This design comes from an exercise in tuning for small area and a short achievable clock period on the open sky130 flow, not from production work. The RTL was checked by simulation tests, not by an equivalence proof against the original design. No activity file was given, so power comes from the tool's default toggle rates.

### flow/design.v
`default_nettype none
package fetch_pkg;
	typedef enum logic [1:0] {
		bus_none  = 2'h0,
		bus_load  = 2'h1,
		bus_store = 2'h2
	} mem_command_t;
	typedef struct packed {
		logic             valid;  
		logic [32-1:0] inst;   
		logic [32-1:0] pc;     
		logic [32-1:0] npc;    
	} if_id_packet_t;
	typedef struct packed {
		logic             valid;       
		logic             prediction;  
		logic [32-1:0] target_pc;
	} btb_lookup_t;
	typedef struct packed {
		logic             valid;
		logic [32-1:0] pc;
		logic             taken;
		logic [32-1:0] target_pc;
	} btb_update_t;
	typedef struct packed {
		logic             valid;
		logic [32-1:0] pc;
	} fetch_btb_t;
	typedef struct packed {
		logic             valid;  
		logic [32-1:0] addr;   
	} mem_request_t;
	typedef struct packed {
		logic                   valid;  
		logic [64-1:0] data;   
	} mem_response_t;
endpackage
`default_nettype wire
`timescale 1ns/1ps
`default_nettype none
module fetch_stage (
	input  logic                   clock,
	input  logic                   reset,
	input  logic                   squash,        
	input  logic [32-1:0]       rt_npc,        
	input  logic                   stall,         
	input  fetch_pkg::mem_command_t           dmem_command,  
	input  logic [64-1:0] icache_data,
	input  logic                   icache_hit,
	input  fetch_pkg::btb_lookup_t            btb_lookup,
	output logic [32-1:0]            icache_addr,
	output fetch_pkg::if_id_packet_t               if_packet,
	output fetch_pkg::fetch_btb_t                  btb_request
);
	logic [32-1:0] pc;          
	logic [32-1:0] pc_plus_4;
	logic [32-1:0] npc;         
	logic             fetch_ok;    
	logic             take_pred;
	assign icache_addr = {pc[32-1:3], 3'b000};  
	assign btb_request.valid = fetch_ok;
	assign btb_request.pc    = pc;
	assign pc_plus_4 = pc + 32'd4;
	assign take_pred = btb_lookup.valid && btb_lookup.prediction;  
	assign npc       = take_pred ? btb_lookup.target_pc : pc_plus_4;
	assign fetch_ok = (dmem_command == fetch_pkg::bus_none) && !stall && icache_hit;
	always_comb begin
		if_packet.valid = fetch_ok;
		if (pc[2]) begin
			if_packet.inst = icache_data[63:32];
		end else begin
			if_packet.inst = icache_data[31:0];
		end
		if_packet.pc  = pc;
		if_packet.npc = npc;
	end
	always_ff @(posedge clock) begin
		if (reset) begin
			pc <= '0;           
		end else if (squash) begin
			pc <= rt_npc;       
		end else if (fetch_ok) begin
			pc <= npc;
		end
	end
endmodule
`default_nettype wire
`timescale 1ns/1ps
`default_nettype none
module branch_target_buffer (
	input  logic  clock,
	input  logic  reset,
	input  fetch_pkg::fetch_btb_t  btb_request,
	input  fetch_pkg::btb_update_t btb_update,
	output fetch_pkg::btb_lookup_t      btb_lookup
);
	localparam int ENTRIES  = 1 << 4;
	localparam int TAG_BITS = 32 - 4 - 2;  
	logic                   entry_valid  [ENTRIES];
	logic [TAG_BITS-1:0]    entry_tag    [ENTRIES];
	logic [32-1:0]       entry_target [ENTRIES];
	logic [1:0]             entry_count  [ENTRIES];  
	logic [4-1:0] rd_index;
	logic [TAG_BITS-1:0]        rd_tag;
	logic [4-1:0] wr_index;
	logic [TAG_BITS-1:0]        wr_tag;
	logic                       wr_hit;   
	assign rd_index = btb_request.pc[4+1:2];
	assign rd_tag   = btb_request.pc[32-1:4+2];
	always_comb begin
		btb_lookup.valid      = btb_request.valid && entry_valid[rd_index] &&
			(entry_tag[rd_index] == rd_tag);
		btb_lookup.prediction = entry_count[rd_index][1];  
		btb_lookup.target_pc  = entry_target[rd_index];
	end
	assign wr_index = btb_update.pc[4+1:2];
	assign wr_tag   = btb_update.pc[32-1:4+2];
	assign wr_hit   = entry_valid[wr_index] && (entry_tag[wr_index] == wr_tag);
	always_ff @(posedge clock) begin
		if (reset) begin
			for (int i = 0; i < ENTRIES; i++) begin
				entry_valid[i] <= 1'b0;
			end
		end else if (btb_update.valid && !wr_hit && btb_update.taken) begin
			entry_valid[wr_index] <= 1'b1;  
		end
	end
	always_ff @(posedge clock) begin
		if (btb_update.valid) begin
			if (wr_hit) begin
				if (btb_update.taken) begin
					if (entry_count[wr_index] != 2'b11) begin
						entry_count[wr_index] <= entry_count[wr_index] + 2'b01;  
					end
					entry_target[wr_index] <= btb_update.target_pc;  
				end else if (entry_count[wr_index] != 2'b00) begin
					entry_count[wr_index] <= entry_count[wr_index] - 2'b01;      
				end
			end else if (btb_update.taken) begin
				entry_tag[wr_index]    <= wr_tag;
				entry_target[wr_index] <= btb_update.target_pc;
				entry_count[wr_index]  <= 2'b10;
			end
		end
	end
endmodule
`default_nettype wire
`timescale 1ns/1ps
`default_nettype none
module instruction_cache (
	input  logic             clock,
	input  logic             reset,
	input  logic [32-1:0] icache_addr,   
	input  fetch_pkg::mem_response_t    mem_response,
	output logic [64-1:0] icache_data,
	output logic                   icache_hit,
	output fetch_pkg::mem_request_t           mem_request
);
	localparam int BLOCKS   = 1 << 5;
	localparam int TAG_BITS = 32 - 5 - 3;  
	typedef enum logic {
		refill_idle,
		refill_wait
	} refill_state_t;
	refill_state_t state;
	logic                   line_valid [BLOCKS];
	logic [TAG_BITS-1:0]    line_tag   [BLOCKS];
	logic [64-1:0] line_data  [BLOCKS];
	logic [5-1:0] rd_index;
	logic [TAG_BITS-1:0]           rd_tag;
	logic [5-1:0] fill_index;  
	logic [TAG_BITS-1:0]           fill_tag;
	logic             req_valid;    
	logic [32-1:0] req_addr;     
	assign rd_index = icache_addr[5+2:3];
	assign rd_tag   = icache_addr[32-1:5+3];
	assign icache_hit  = line_valid[rd_index] && (line_tag[rd_index] == rd_tag);
	assign icache_data = line_data[rd_index];
	assign fill_index = req_addr[5+2:3];
	assign fill_tag   = req_addr[32-1:5+3];
	assign mem_request.valid = req_valid;
	assign mem_request.addr  = req_addr;
	always_ff @(posedge clock) begin
		if (reset) begin
			state     <= refill_idle;
			req_valid <= 1'b0;
		end else begin
			req_valid <= 1'b0;  
			case (state)
				refill_idle: begin
					if (!icache_hit) begin
						state     <= refill_wait;
						req_valid <= 1'b1;    
					end
				end
				refill_wait: begin
					if (mem_response.valid) begin
						state <= refill_idle;  
					end
				end
				default: state <= refill_idle;
			endcase
		end
	end
	always_ff @(posedge clock) begin
		if (state == refill_idle && !icache_hit) begin
			req_addr <= {icache_addr[32-1:3], 3'b000};
		end
	end
	always_ff @(posedge clock) begin
		if (reset) begin
			for (int i = 0; i < BLOCKS; i++) begin
				line_valid[i] <= 1'b0;
			end
		end else if (state == refill_wait && mem_response.valid) begin
			line_valid[fill_index] <= 1'b1;
		end
	end
	always_ff @(posedge clock) begin
		if (state == refill_wait && mem_response.valid) begin
			line_tag[fill_index]  <= fill_tag;
			line_data[fill_index] <= mem_response.data;
		end
	end
endmodule
`default_nettype wire
`timescale 1ns/1ps
`default_nettype none
module fetch_queue (
	input  logic          clock,
	input  logic          reset,
	input  logic          squash,       
	input  fetch_pkg::if_id_packet_t push_packet,  
	input  logic          decode_pop,   
	output fetch_pkg::if_id_packet_t      head_packet,
	output logic               full
);
	localparam int DEPTH     = 4;
	localparam int PTR_BITS  = (DEPTH > 1) ? $clog2(DEPTH) : 1;
	localparam int CNT_BITS  = $clog2(DEPTH + 1);
	localparam int PKT_BITS = 1 + 3 * 32;  
	logic [PKT_BITS-1:0] entries [DEPTH];  
	logic [PTR_BITS-1:0] head_ptr;
	logic [PTR_BITS-1:0] tail_ptr;
	logic [CNT_BITS-1:0] count;
	logic empty;
	logic do_push;
	logic do_pop;
	assign empty = (count == '0);
	assign full  = (count == CNT_BITS'(DEPTH));
	assign do_pop  = decode_pop && !empty;                
	assign do_push = push_packet.valid && (!full || do_pop);  
	always_comb begin
		head_packet       = entries[head_ptr];
		head_packet.valid = !empty;
	end
	always_ff @(posedge clock) begin
		if (reset || squash) begin
			head_ptr <= '0;
			tail_ptr <= '0;
			count    <= '0;
		end else begin
			if (do_push) begin
				tail_ptr <= (tail_ptr == PTR_BITS'(DEPTH - 1)) ? '0 : tail_ptr + 1'b1;
			end
			if (do_pop) begin
				head_ptr <= (head_ptr == PTR_BITS'(DEPTH - 1)) ? '0 : head_ptr + 1'b1;
			end
			if (do_push && !do_pop) begin
				count <= count + 1'b1;
			end else if (do_pop && !do_push) begin
				count <= count - 1'b1;
			end
		end
	end
	always_ff @(posedge clock) begin
		if (do_push && !squash) begin
			entries[tail_ptr] <= push_packet;
		end
	end
endmodule
`default_nettype wire
`timescale 1ns/1ps
`default_nettype none
module fetch_top (
	input  logic             clock,
	input  logic             reset,
	input  logic             squash,        
	input  logic [32-1:0] rt_npc,
	input  fetch_pkg::mem_command_t     dmem_command,
	input  fetch_pkg::btb_update_t      btb_update,    
	input  fetch_pkg::mem_response_t    mem_response,  
	input  logic             decode_pop,
	output fetch_pkg::mem_request_t          mem_request,
	output fetch_pkg::if_id_packet_t         decode_packet  
);
	logic [32-1:0]       icache_addr;
	logic [64-1:0] icache_data;
	logic                   icache_hit;
	logic                   queue_full;   
	fetch_pkg::if_id_packet_t          if_packet;
	fetch_pkg::fetch_btb_t             btb_request;
	fetch_pkg::btb_lookup_t            btb_lookup;
	fetch_stage fetch_stage_inst (
		.clock        (clock),
		.reset        (reset),
		.squash       (squash),
		.rt_npc       (rt_npc),
		.stall        (queue_full),
		.dmem_command (dmem_command),
		.icache_data  (icache_data),
		.icache_hit   (icache_hit),
		.btb_lookup   (btb_lookup),
		.icache_addr  (icache_addr),
		.if_packet    (if_packet),
		.btb_request  (btb_request)
	);
	branch_target_buffer branch_target_buffer_inst (
		.clock       (clock),
		.reset       (reset),
		.btb_request (btb_request),
		.btb_update  (btb_update),
		.btb_lookup  (btb_lookup)
	);
	instruction_cache instruction_cache_inst (
		.clock        (clock),
		.reset        (reset),
		.icache_addr  (icache_addr),
		.mem_response (mem_response),
		.icache_data  (icache_data),
		.icache_hit   (icache_hit),
		.mem_request  (mem_request)
	);
	fetch_queue fetch_queue_inst (
		.clock       (clock),
		.reset       (reset),
		.squash      (squash),
		.push_packet (if_packet),
		.decode_pop  (decode_pop),
		.head_packet (decode_packet),
		.full        (queue_full)
	);
endmodule
`default_nettype wire
`timescale 1ns/1ps
`default_nettype none
module fetch_unit (
	input  logic                   clock,
	input  logic                   reset,
	input  logic                   squash,
	input  logic [32-1:0]       rt_npc,
	input  logic [1:0]             dmem_command,
	input  logic                   btb_update_valid,
	input  logic [32-1:0]       btb_update_pc,
	input  logic                   btb_update_taken,
	input  logic [32-1:0]       btb_update_target,
	input  logic                   mem_response_valid,
	input  logic [64-1:0] mem_response_data,
	input  logic                   decode_pop,
	output logic                        mem_request_valid,
	output logic [32-1:0]            mem_request_addr,
	output logic                        decode_valid,
	output logic [32-1:0]            decode_inst,
	output logic [32-1:0]            decode_pc,
	output logic [32-1:0]            decode_npc
);
	fetch_pkg::btb_update_t   btb_update;
	fetch_pkg::mem_response_t mem_response;
	fetch_pkg::mem_request_t  mem_request;
	fetch_pkg::if_id_packet_t decode_packet;
	assign btb_update.valid     = btb_update_valid;
	assign btb_update.pc        = btb_update_pc;
	assign btb_update.taken     = btb_update_taken;
	assign btb_update.target_pc = btb_update_target;
	assign mem_response.valid   = mem_response_valid;
	assign mem_response.data    = mem_response_data;
	fetch_top fetch_top_inst (
		.clock         (clock),
		.reset         (reset),
		.squash        (squash),
		.rt_npc        (rt_npc),
		.dmem_command  (fetch_pkg::mem_command_t'(dmem_command)),
		.btb_update    (btb_update),
		.mem_response  (mem_response),
		.decode_pop    (decode_pop),
		.mem_request   (mem_request),
		.decode_packet (decode_packet)
	);
	assign mem_request_valid = mem_request.valid;
	assign mem_request_addr  = mem_request.addr;
	assign decode_valid      = decode_packet.valid;
	assign decode_inst       = decode_packet.inst;
	assign decode_pc         = decode_packet.pc;
	assign decode_npc        = decode_packet.npc;
endmodule
`default_nettype wire
### flow/run.sh
#!/bin/bash
# synth_recipe.tcl (not shown) runs the flow's synth.tcl, then flattens the netlist and writes it again
# the make line also repeats each setting of config.mk as NAME=value (left out here)
make -C /OpenROAD-flow-scripts/flow DESIGN_CONFIG=/design/flow/config.mk WORK_HOME=/design/flow/orfs CLKGATE_MAP_FILE= SYNTH_SCRIPT=/design/flow/synth_recipe.tcl finish
### flow/config.mk
export PLATFORM = sky130hd
export DESIGN_NAME = fetch_unit
export DESIGN_NICKNAME = fetch_unit
export VERILOG_FILES = /design/flow/design.v
export SDC_FILE = /design/flow/constraint.sdc
export NUM_CORES = 4
export LEC_CHECK = 0
export CAP_MARGIN = 20
export CORE_MARGIN = 2
export CORE_UTILIZATION = 40
export SLEW_MARGIN = 20
### flow/constraint.sdc
create_clock -name core_clock -period 6.0 [get_ports {clock}]
set_input_delay 1.2000 -clock core_clock [delete_from_list [all_inputs] [get_ports {clock}]]
set_output_delay 1.2000 -clock core_clock [all_outputs]
set_load 0.01 [all_outputs]
==> results.txt <==
state kept, by name, indices dropped and copies added, names as in the netlist, 2 cells and up, named ones only:
| register | cells |
|---|---|
| fetch_top_inst.branch_target_buffer_inst.entry_target | 512 |
| fetch_top_inst.instruction_cache_inst.line_tag | 768 |
| fetch_top_inst.fetch_queue_inst.tail_ptr | 2 |
| fetch_top_inst.fetch_queue_inst.head_ptr | 2 |
| fetch_top_inst.fetch_queue_inst.entries | 384 |
| fetch_top_inst.branch_target_buffer_inst.entry_tag | 416 |
| fetch_top_inst.instruction_cache_inst.req_addr | 29 |
| fetch_top_inst.branch_target_buffer_inst.entry_valid | 16 |
| fetch_top_inst.fetch_queue_inst.count | 3 |
| fetch_top_inst.fetch_stage_inst.pc | 32 |
| fetch_top_inst.instruction_cache_inst.line_valid | 32 |
| fetch_top_inst.branch_target_buffer_inst.entry_count | 32 |
| fetch_top_inst.instruction_cache_inst.line_data | 2048 |
cell usage in the layout, fill, tap and decap left out, drive strengths merged, types with 21 or more instances in the layout:
master | netlist | layout
a21oi | 78 | 78
a22oi | 63 | 63
a31oi | 23 | 23
and2 | 27 | 27
buf | 247 | 415
bufinv | 0 | 47
clkbuf | 182 | 528
clkdlybuf4s50 | 0 | 285
clkinv | 2 | 175
dfxtp | 97 | 97
edfxtp | 4189 | 4189
inv | 31 | 45
mux2 | 30 | 30
mux2i | 206 | 206
mux4 | 1298 | 1298
nand2 | 205 | 205
nand3 | 66 | 66
nand4 | 29 | 29
nor2 | 237 | 237
nor2b | 21 | 21
o21ai | 48 | 48
o22ai | 23 | 23
xnor2 | 66 | 66
xor2 | 30 | 30
per-stage QoR:
step	hold WS (ns)	std cells	total power, mW	area [um^2]	utilization, %
2_1_floorplan	0.435	7492	36.1	169000	-
3_3_place_gp	0.445	13400	37.6	182000	43.3
3_5_place_dp	0.458	13400	37.7	182000	43.3
4_1_cts	0.472	14200	63.9	195000	46.5
5_1_grt	0.498	14200	65.2	196000	46.5
6_report	0.472	14200	63.5	196000	46.5
power groups by stage:
stage | clock (mW) | sequential [mW] | combinational [mW]
floorplan | 0 | 33.9 | 2.13
global placement | 0 | 34.0 | 3.64
detailed placement | 0 | 34.0 | 3.71
CTS | 26.8 | 33.4 | 3.71
global route | 27.9 | 33.4 | 3.89
finish | 26.5 | 33.4 | 3.69
per-layer routing:
metal | GRT usage, % | vias to the layer above | routed length, um
li1 | - | 33400 | -
met1 | 29.9 | 45700 | 189000
met2 | 35.9 | 3838 | 232000
met3 | 3.49 | 735 | 36400
met4 | 6.12 | 26 | 14100
met5 | 0 | - | 179
worst max-delay path: cells and delay by family, from the launching register on:
family | cells | cell delay [ns]
DFF | 1 | 0.87
and+or+nand+nor | 5 | 2.17
buffers and inverters | 2 | 0.73
muxes | 2 | 0.83
xor gates and xnor gates | 1 | 0.19
AOI/OAI and AO/OA | 2 | 0.42
worst paths after layout:
check	from	end	slack, ns	depth (start not counted)
worst max-delay path	flop	fetch_top_inst.fetch_queue_inst.entries[3][3]	0.33	12
worst min register to register	fetch_top_inst.instruction_cache_inst.line_valid[18]	fetch_top_inst.instruction_cache_inst.line_valid[18]	0.47	2
worst min-delay path	fetch_top_inst.instruction_cache_inst.line_valid[18]	fetch_top_inst.instruction_cache_inst.line_valid[18]	0.47	2
worst max register to register	flop	fetch_top_inst.fetch_queue_inst.entries[3][3]	0.33	12
cell families (layout without fill, tap and decap cells):
logic type,after synthesis,in the layout,synth area share (%)
other cells,1,19,0.00222
flops,4286,4286,75.7
compound gates,378,378,1.54
buf+inv,464,1508,1.36
fa+ha+maj,8,8,0.0638
simple gates,723,723,2.06
xor+xnor,96,96,0.498
mux,1534,1534,18.8
cell type report:
| type | instances | area [um^2] | share of cell area, % |
|---|---|---|---|
| inverter | 33 | 140 | 0.0716 |
| clock buffer | 527 | 11200 | 5.73 |
| multi-input combinational | 2742 | 39300 | 20.1 |
| antenna | 16 | 40.0 | 0.0205 |
| timing repair buffer | 701 | 7640 | 3.90 |
| clock inverter | 247 | 2480 | 1.27 |
| tap | 5640 | 7060 | 3.61 |
| sequential | 4286 | 128000 | 65.3 |
==> metrics.csv <==
stage,metric,value,unit
yosys,synthCells,7490,
pwr,comb_power_share,5.8,%
cells_and_area,final_nets,8365,
critical_path,cp_common_cell,buf_4,
route,drt-total-wl,472,mm
sta,slew_violations,0,
route,wl_per_cell,33.2,um
floorplan,dieHeight,654,um
sta,setup_viol,0,
clocking,post_cts_buffers,0,
sta,max_freq,176,MHz
clocking,worstSkewPairLatency,0.98,ns
yosys,syn_area_per_cell,22.5,um^2
cells_and_area,syn_to_final_growth,15.9,%
sta,final.period_utilization,94.5,%
pwr,cellLeakagePower,60.1,nW
route,drc,0,
floorplan,chipWidth,654,um
critical_path,slowest_delay,0.87,ns
sta,timing.setup.tns,0,ns
yosys,synth.cell_area,169000,um^2
clocking,clk_pin_slew,0.06,ns
sta,period_minus_slack,5.67,ns
global_routing,grt_overflow_total,0,
floorplan,rows,238,
worst_hold_path,min_path_type,reg2reg,
route,avgViaCountPerCell,5.90,
route,ant_nets,0,
placement,port-buffer-count,293,
global_routing,grt_pass1_wl,657,mm
clocking,htree_levels,5,
critical_path,cp_slowest_cell,dfxtp_4,
critical_path,worstPathCellList,buf_4 > mux4_1 > mux2i_1 > a22oi_1 > o211ai_1 > xnor2_1 > or4b_1 > nor4_4 > nand2_1 > nor2_1 > and2_4 > buf_4,
pwr,irDropWorstVdd,241,uV
cells_and_area,fill_cells,34200,
yosys,synth_common_cells,"edfxtp_1, mux4_2, nor2_1",
yosys,synth_seq_cells,4286,
sta,worst_slew_pin_slew,1.29,ns
floorplan,initial_core_util,40.2,%
pwr,p_sw,13.6,mW
route,first_iter_violations,10500,
pwr,pwr-share-seq,52.5,%
clocking,cts_hold_buf,0,
sta,slew_headroom,14.1,%
floorplan,core_area,420000,um^2
yosys,synth_top_area_cell,edfxtp_1,
floorplan,dieArea,427000,um^2
yosys,synth_most_common_cell,edfxtp_1,
critical_path,critPathLaunchType,flop,
sta,final-hold-violation-count,0,
global_routing,grt_antenna_before_repair,52,
sta,rsz0062_at_grt,no,
yosys,ys.flop_type,edfxtp_1,
critical_path,critical_path_required,6.60,ns
clocking,numCtsBuffers,424,
run_status,status,"complete, no violations",
sta,fin_skew,0.0559,ns
clocking,clock_path_buffers,4,
sta,setup_ws,0.332,ns
yosys,synth_cell_types,88,
clocking,cts_sinks,4286,
floorplan,ios,299,
yosys,seq_area_frac_synth,75.7,%
placement,globalplace.congestion,0.867,
placement,post-dp-hpwl,269,mm
route,vias,83700,
placement,pre_cts_slack,0.212,ns
critical_path,worstPathMaxFanout,35,
global_routing,grt_start_max_net_pins,151,
yosys,ys_warn_count,4,
critical_path,endpoint_kind,flop,
critical_path,arrival,6.27,ns
yosys,synth_top_area_share,74.5,%
clocking,cts_root_buf,clkbuf_16,
pwr,cell_internal_pwr,49.9,mW
pwr,clock_power_share,41.6,%
yosys,synthTopCellsByArea,"edfxtp_1, mux4_2, mux2i_1",
global_routing,grt_pass1_vias,84800,
pwr,pwr_density_cell,325,nW/um^2
cells_and_area,drive_gt1_share,28.5,%
route,firstDrtPassIters,6,
yosys,synth_edf_count,4189,
pwr,p_sw_share,21.4,%
flow_run,cap_violations,0,
yosys,async_flop_share,0,%
critical_path,path_class,reg2reg,
global_routing,grt_usage,21.7,%
clocking,cts_tree,built,
clocking,ctsResizeCount,0,

==> afterwards: timing with drivers on the ports <==
How much do the figures lean on ideal ports? The routed layout below was timed once more, with nothing changed but the port constraints.
Step 1, drivers: a clkbuf_16 drives clock and a buf_2 each remaining input, both assumed.
Step 2 adds t to the input delays and takes it off the output delays; t is the mean of the earliest and latest rising clock arrival at the registers after step 1. Input paths then give back, and output paths get back, about the clock's delay inside the block.
Three values: ideal ports, drivers, drivers and shift; two values: the first two.
shift t [ns]: 1.065
setup slack, ns: 0.332 / 0.332 / 0.141
hold WS [ns]: 0.472 / 0.472 / 0.472
worst register clock-pin slew, ns: 0.07 / 0.07
After both steps setup and hold are still met in this run. For this run, drivers alone change the setup slack by 0.000 ns; drivers and shift together by -0.191 ns.
